This design comes from an exercise in tuning for small area on the open sky130 flow, not from production work. In this exercise RTL edits were held to simulation tests only and were not proved equivalent to the original.

## flow/design.v (module list and top-level ports; edited modules follow where they fit)
// module dwt_fa: 4 lines
// module dwt_ha0: 4 lines
// module dwt_fir_mac: 1550 lines
// module dwt_analysis_stage: 109 lines
module dwt_analysis_stage (
    input  logic              clk,
    input  logic              rstn,
    input  logic              clr,
    input  logic              in_valid,
    input  logic signed [8:0] in_data,
    input  logic              coef_we,
    input  logic              coef_sel,
    input  logic [3:0]        coef_addr,
    input  logic signed [8:0] coef_wdata,
    output logic signed [15:0] lo_data,
    output logic signed [15:0] hi_data,
    output logic              out_valid,
    output logic              sat_flag
);
  // ...
==> flow/run.sh <==
#!/bin/bash
# synth_recipe.tcl (not shown) runs the flow's synth.tcl, then flattens the netlist and writes it again
# the make line also repeats each setting of config.mk as NAME=value (left out here)
make -C /OpenROAD-flow-scripts/flow DESIGN_CONFIG=/design/flow/config.mk WORK_HOME=/design/flow/orfs CLKGATE_MAP_FILE= SYNTH_SCRIPT=/design/flow/synth_recipe.tcl finish
==> flow/config.mk <==
export PLATFORM = sky130hd
export DESIGN_NAME = dwt_analysis_stage
export DESIGN_NICKNAME = dwt_analysis_stage
export VERILOG_FILES = /design/flow/design.v
export SDC_FILE = /design/flow/constraint.sdc
export NUM_CORES = 4
export LEC_CHECK = 0
export CAP_MARGIN = 20
export CORE_MARGIN = 2
export CORE_UTILIZATION = 40
export CTS_BUF_LIST = sky130_fd_sc_hd__clkbuf_8
export SLEW_MARGIN = 20
export SYNTH_HIERARCHICAL = 1
export SYNTH_MINIMUM_KEEP_SIZE = 0
==> flow/constraint.sdc <==
create_clock -name core_clock -period 7.0 [get_ports {clk}]
set_input_delay 1.4000 -clock core_clock [delete_from_list [all_inputs] [get_ports {clk}]]
set_output_delay 1.4000 -clock core_clock [all_outputs]
set_load 0.01 [all_outputs]
==> notes.md, run 1 <==
- The worst setup skew after layout is 20.8 ps.
- In this run the tool buffered the top-level ports with 61 buffer cells.
- The core region is approximately 38000 um^2.
- The number of optimization iterations in the first detailed-route pass is 5.
- The post-synthesis share of cell area spent on full adders, half adders and majority gates is between 30% and 40%.
- The total half-perimeter wirelength after legalization and detailed placement is 29.5 mm.
- The count of flip-flops with a built-in enable after synthesis is 78.
- TritonCTS built the clock tree.
- Clock latency on the worst-skew pair, taken at its later pin, is 500 ps.
- Tracing the worst setup path back leads to its startpoint at v1_q$_DFF_PN0_.
- The worst setup path is of the flop to flop kind.
- The XOR/XNOR share of the synthesized area is 0.564%.
- Across the run, the number of max-cap violations was 0.
- Synthesis inferred 200 register bits.
- nand2_1 is the most common cell in the netlist.
- The tree built by TritonCTS fans out to 200 sinks.
- The arrival time of the worst setup path is approximately 7000 ps.
- The run finished with no timing, DRC or antenna violations.
- The hold violation count in the final report is 0.
- The startpoint identified for the worst register-to-register timing path is v1_q$_DFF_PN0_.
- The quantity of hold-fixing buffers added after cts is 0.
- The leading area contributor after synthesis is fa_1.
- In this design, the largest share of critical-path delay is due to adder cells.
- The count of inserted antenna diode cells is 0.
==> run 2, diff against run 1 <==
==> flow/flow/run.sh (new file) <==
#!/bin/bash
# The standard layout, except that the input and output port buffers use the
# smallest buffer cell instead of the one buffer_ports picks by default.
set -euo pipefail
export BUFFER_PORTS_ARGS="-buffer_cell sky130_fd_sc_hd__buf_1"
bash standard.sh > standard_flow.log 2>&1
==> flow/standard.sh (new file) <==
#!/bin/bash
# synth_recipe.tcl (not shown) runs the flow's synth.tcl, then flattens the netlist and writes it again
# the make line also repeats each setting of config.mk as NAME=value (left out here)
make -C /OpenROAD-flow-scripts/flow DESIGN_CONFIG=/design/flow/config.mk WORK_HOME=/design/flow/orfs CLKGATE_MAP_FILE= SYNTH_SCRIPT=/design/flow/synth_recipe.tcl "${@:-finish}"
removed: flow/run.sh
==> notes.md, run 2 <==
- The run finished with no timing, DRC or antenna violations.
- The total wire length after detailed routing is 37.3 mm.
- The async set or reset register ratio after synthesis is 40.5%.
- The clock net sink count came to 200 (unchanged).
- Counting stages on the worst path, the most repeated cell is fa_1.
- The number of optimization iterations in the first detailed-route pass was 6 (+1).
- The compound-cell area share of the yosys netlist is 2.90%.
- The largest registers in the layout are hi_c_q: 36 flops, lo_c_q: 36 flops.
- The worst hold-check slack is 412 ps.
- The worst setup skew after layout is 24.8 ps (+4.04 ps).
- The most common cell after layout, fill and taps aside is nand2_1.
- The arrival time of the worst setup path is 7110 ps (about the same).
- The cell count of the worst reg-to-reg path is 17.
- The XOR/XNOR share of the synthesized area was 0.564% (unchanged).
- Setup slack on the worst reg-to-reg path comes out at 310 ps.
- The initial standard-cell utilization of the core is between 40 and 50%.
- The final weighted congestion in routability-driven placement is ~0.9.
- The synthesized-area fraction occupied by and/or/nand/nor cells is 13.0%.
- The transition time of the tightest slew-check pin is a little under 1000 ps.
- The critical path capture point type is a flop.
- In the post-synthesis netlist, the biggest area contributors are fa_1 (38%), edfxtp_1 (15%), mux2_2 (7.8%).
- By instance count, the leading cell after synthesis is nand2_1.
- In the final layout, flip-flops and latches occupy 5240 um^2.
- The via count of the first global-routing pass is approximately 10000.
- The leading area contributor after synthesis is fa_1.
- The total half-perimeter wirelength after legalization and detailed placement is 29.8 mm (+0.90%).
- The shortest clock period the worst path allows after layout is 6690 ps.
- The proportion of netlist area held by the largest area contributor is 38.0%.
- Traced cell by cell, the critical path runs through buf_4 -> mux2_2 -> and2_1 -> fa_1 -> fa_1 -> fa_1 -> fa_1 -> fa_1 -> fa_1 -> fa_1 -> fa_1 -> ha_1 -> o21ai_0 -> a32o_1 -> a211o_1 -> and2_4 -> a311oi_2.
- The share of the Yosys chip area taken by registers is 33.8%.
- Measured along the y axis, the die boundary spans between 200 and 250 um.
- During I/O placement, the number of pins put on the boundary was 62.
- The DRC violation count after routing is 0.
- The first global-routing pass estimated 59.9 mm of wire.
- The clock transition at the register clock pins on the worst setup and hold paths after CTS is roughly 120 ps.
- Timing would allow up to between 0.1 and 0.15 GHz.
- A synthesized cell averages 12.7 um^2.
- The hold violation count in the final report is 0 (unchanged).
- The clock buffer count from CTS is 17.
- The overflow left after global routing is 0.
- The reported max-cap violation count is 0 (unchanged).
- Dividing the detail-routed wire length by the instance count gives roughly 21 um.
- Headroom to the max-slew limit came out at approximately 35%.
- Ranked by instance count, the synthesized netlist is headed by nand2_1 (298), fa_1 (295), mux2_2 (108).
- In the routed layout, each cell is associated on average with a via count of between 5 and 6.
- The number of storage elements in the synthesis netlist is 200 (unchanged).
- The count of flip-flops with a built-in enable after synthesis came to 78 (unchanged).
- The critical path class is flop to flop.
- In the final layout, the share of cells above drive strength 1 is around 17%.
- Compared with the post-synthesis result, the final layout area differs by 6.95%.
- The critical path required time is around 7400 ps.
- The number of nets with antenna violations after detailed routing is 0.
- The cell class contributing the biggest share of worst-path delay is adder cells.
- In the layout the commonest cells are nand2_1 (298), fa_1 (295), mux2_2 (108).
- The total via count in the routed design is 9308.
- The quantity of hold-fixing buffers added after cts is 0 (unchanged).
- The path with the worst hold slack has its endpoint at w2d_q[5]$_DFF_P_.
- The width of the die is 201 um.
- The final layout net count is 1580.
- The worst setup path is launched from a flop.
- The largest family of logic cells by synthesized area is adder cells.
- In this run the number of H-tree levels came out at 4.
- The number of antenna violations at the first check in global routing is 0.
- For this run, the slowest stage of the critical path takes 580 ps.
- Setup repair after global routing left no endpoint under its margin.
- For this run, the number of standard cells in the final layout without fillers is 1768.
- The terminus of the critical flop-to-flop path is u_q[15]$_DFF_P_.
- In the global route stage, overall resource usage came out at 19.6%.
- The fraction of synthesized area in multiplexers is 7.83%.
- For this run, the leading register cell type out of synthesis is edfxtp_1.
- Synthesis handed over a netlist of approximately 1200 instances.
- Counting distinct cell types in the post-synthesis netlist gives 52.
- In this run, the number of DRC markers left after iteration 0 of detailed routing was 670.
- The cell row count is 72.
- In the final layout, the multi-input gates occupy between 9000 and 10000 um^2.
- The total die area is 40400 um^2.
- The min-delay analysis places its worst path in the category flop to flop.
- The number of warning messages in the yosys log is 9.
- The number of buffer cells added on primary ports is 61 (unchanged).
- The final setup violation count is 0.
- The cell depth of the worst min-delay path is 0.
- TritonCTS built the clock tree.
- The max-slew violation count is 0.
- The insertion delay to the later sink of the worst-skew pair is 530 ps (+30 ps).
- Counting the fill cells in the layout gives 3579.
- Entering global routing, the biggest net connects 43 pins.
- The summed negative setup slack over all endpoints is 0 ps.
- The largest fanout on the critical path is 16.
- Once placement completed, the tool counted placed cells totaling 1736.
- Summing every instance area after synthesis gives 15500 um^2.
- The placeable core region is 38500 um^2 (unchanged).
- The maximum count of clock buffers along a single path is 2.
- The count of inserted antenna diode cells came to 0 (unchanged).
- The post-synthesis share of cell area spent on full adders, half adders and majority gates is 39.7% (unchanged).
- The worst hold path begins at w1d_q[5]$_DFF_P_.
- The slowest stage of the critical path belongs to the cell fa_1.
- After layout, the worst path uses between 90% and 100% of the clock period.
- The tree is rooted in a clkbuf_8.
- The number of buffers and inverters on the critical path is 1.
- The startpoint identified for the worst register-to-register timing path is v1_q$_DFF_PN0_.
==> run 2: area by class of cell <==
type	count	share of cell area [%]
Clock inverter	15	1.12
Inverter	6	0.136
Tap cell	518	3.90
Clock buffer	17	1.41
Sequential cell	200	31.6
Timing Repair Buffer	70	1.81
Multi-Input combinational cell	942	60.0
==> run 2: modules after synthesis (local to each module, per instance) <==
module	cells inside	times used	cell area, um^2	flops+latches
dwt_ha0	1	1	12.5	0
dwt_fa	1	295	20.0	0
dwt_fir_mac	498	1	2470	0
dwt_analysis_stage	428	1	7140	200
==> run 2: how the worst max path moves through the flow <==
stage               cells past startpoint               to           start  slack (ps)
finish                                 17  u_q[15]$_DFF_P_  v1_q$_DFF_PN0_         310
global placement                       18  u_q[16]$_DFF_P_  v1_q$_DFF_PN0_         360
CTS                                    18  u_q[13]$_DFF_P_  v1_q$_DFF_PN0_         200
global route                           18  u_q[13]$_DFF_P_  v1_q$_DFF_PN0_          60
detailed placement                     18  u_q[13]$_DFF_P_  v1_q$_DFF_PN0_         230
floorplan                              20  u_q[14]$_DFF_P_  v1_q$_DFF_PN0_         460
==> run 2: stage by stage <==
stage	setup slack, ps	instance area [um^2]	util [%]
3_5_place_dp	234	16200	42.0
6_report	307	16600	43.2
3_3_place_gp	356	16200	42.0
4_1_cts	197	16600	43.1
5_1_grt	60.5	16600	43.2
2_1_floorplan	462	15500	-
==> run 2: logic make-up after synthesis <==
group                    Yosys count
AO/OA/AOI/OAI                     55
XOR/XNOR                          10
adder cells (fa/ha/maj)          315
buffers and inverters             87
flip-flops                       200
multiplexers                     108
other                              1
AND/OR/NAND/NOR                  446
==> run 2: metal layers <==
metal  part of all wire [%]  wire, um  up-vias  track usage [%]
met2                     49     18300      376             32.8
met5                      0         0        -                0
met4                    3.9      1450        0             9.05
met3                    5.7      2130       81             3.73
li1                       -         -     3963                -
met1                     41     15400     4888             24.7
==> run 2: worst register-to-register path, stage by stage (launching register included) <==
cell      delay, ps
dfrtp_1         370
buf_4           240
mux2_2          450
and2_1          200
fa_1            560
fa_1            440
fa_1            580
fa_1            460
fa_1            500
fa_1            390
fa_1            500
fa_1            420
ha_1            320
o21ai_0          90
a32o_1          260
a211o_1         340
and2_4          190
a311oi_2        270
==> run 2: timing repair <==
item	4_1_cts	5_1_grt
resized for setup	0	1
setup buffers	0	0
setup endpoints to repair	0	5

==> afterwards: timing with drivers on the ports <==
No port has a modelled driver above. Below, the same layouts with a new extraction and two added sets of constraints.
Step 1, drivers: a clkbuf_16 drives clk and a buf_2 each remaining input, both assumed.
Step 2 times the ports against the registers' clock, not the clock port: input delays grow and output delays shrink by t, the midpoint of the rising clock arrivals with the driver on.
Three values: no drivers, after step 1, after step 2; two values: the first two.
run	t, ns	setup slack, ns	hold WS [ns]	latest minus earliest clock arrival (ns)	slew at the worst register clock pin (ns)
run 1	0.537	0.245 / 0.245 / 0.245	0.403 / 0.403 / 0.403	0.021 / 0.020	0.11 / 0.11
run 2	0.563	0.307 / 0.307 / 0.307	0.412 / 0.412 / 0.412	0.026 / 0.026	0.12 / 0.12
After both steps setup and hold are still met in every run listed.
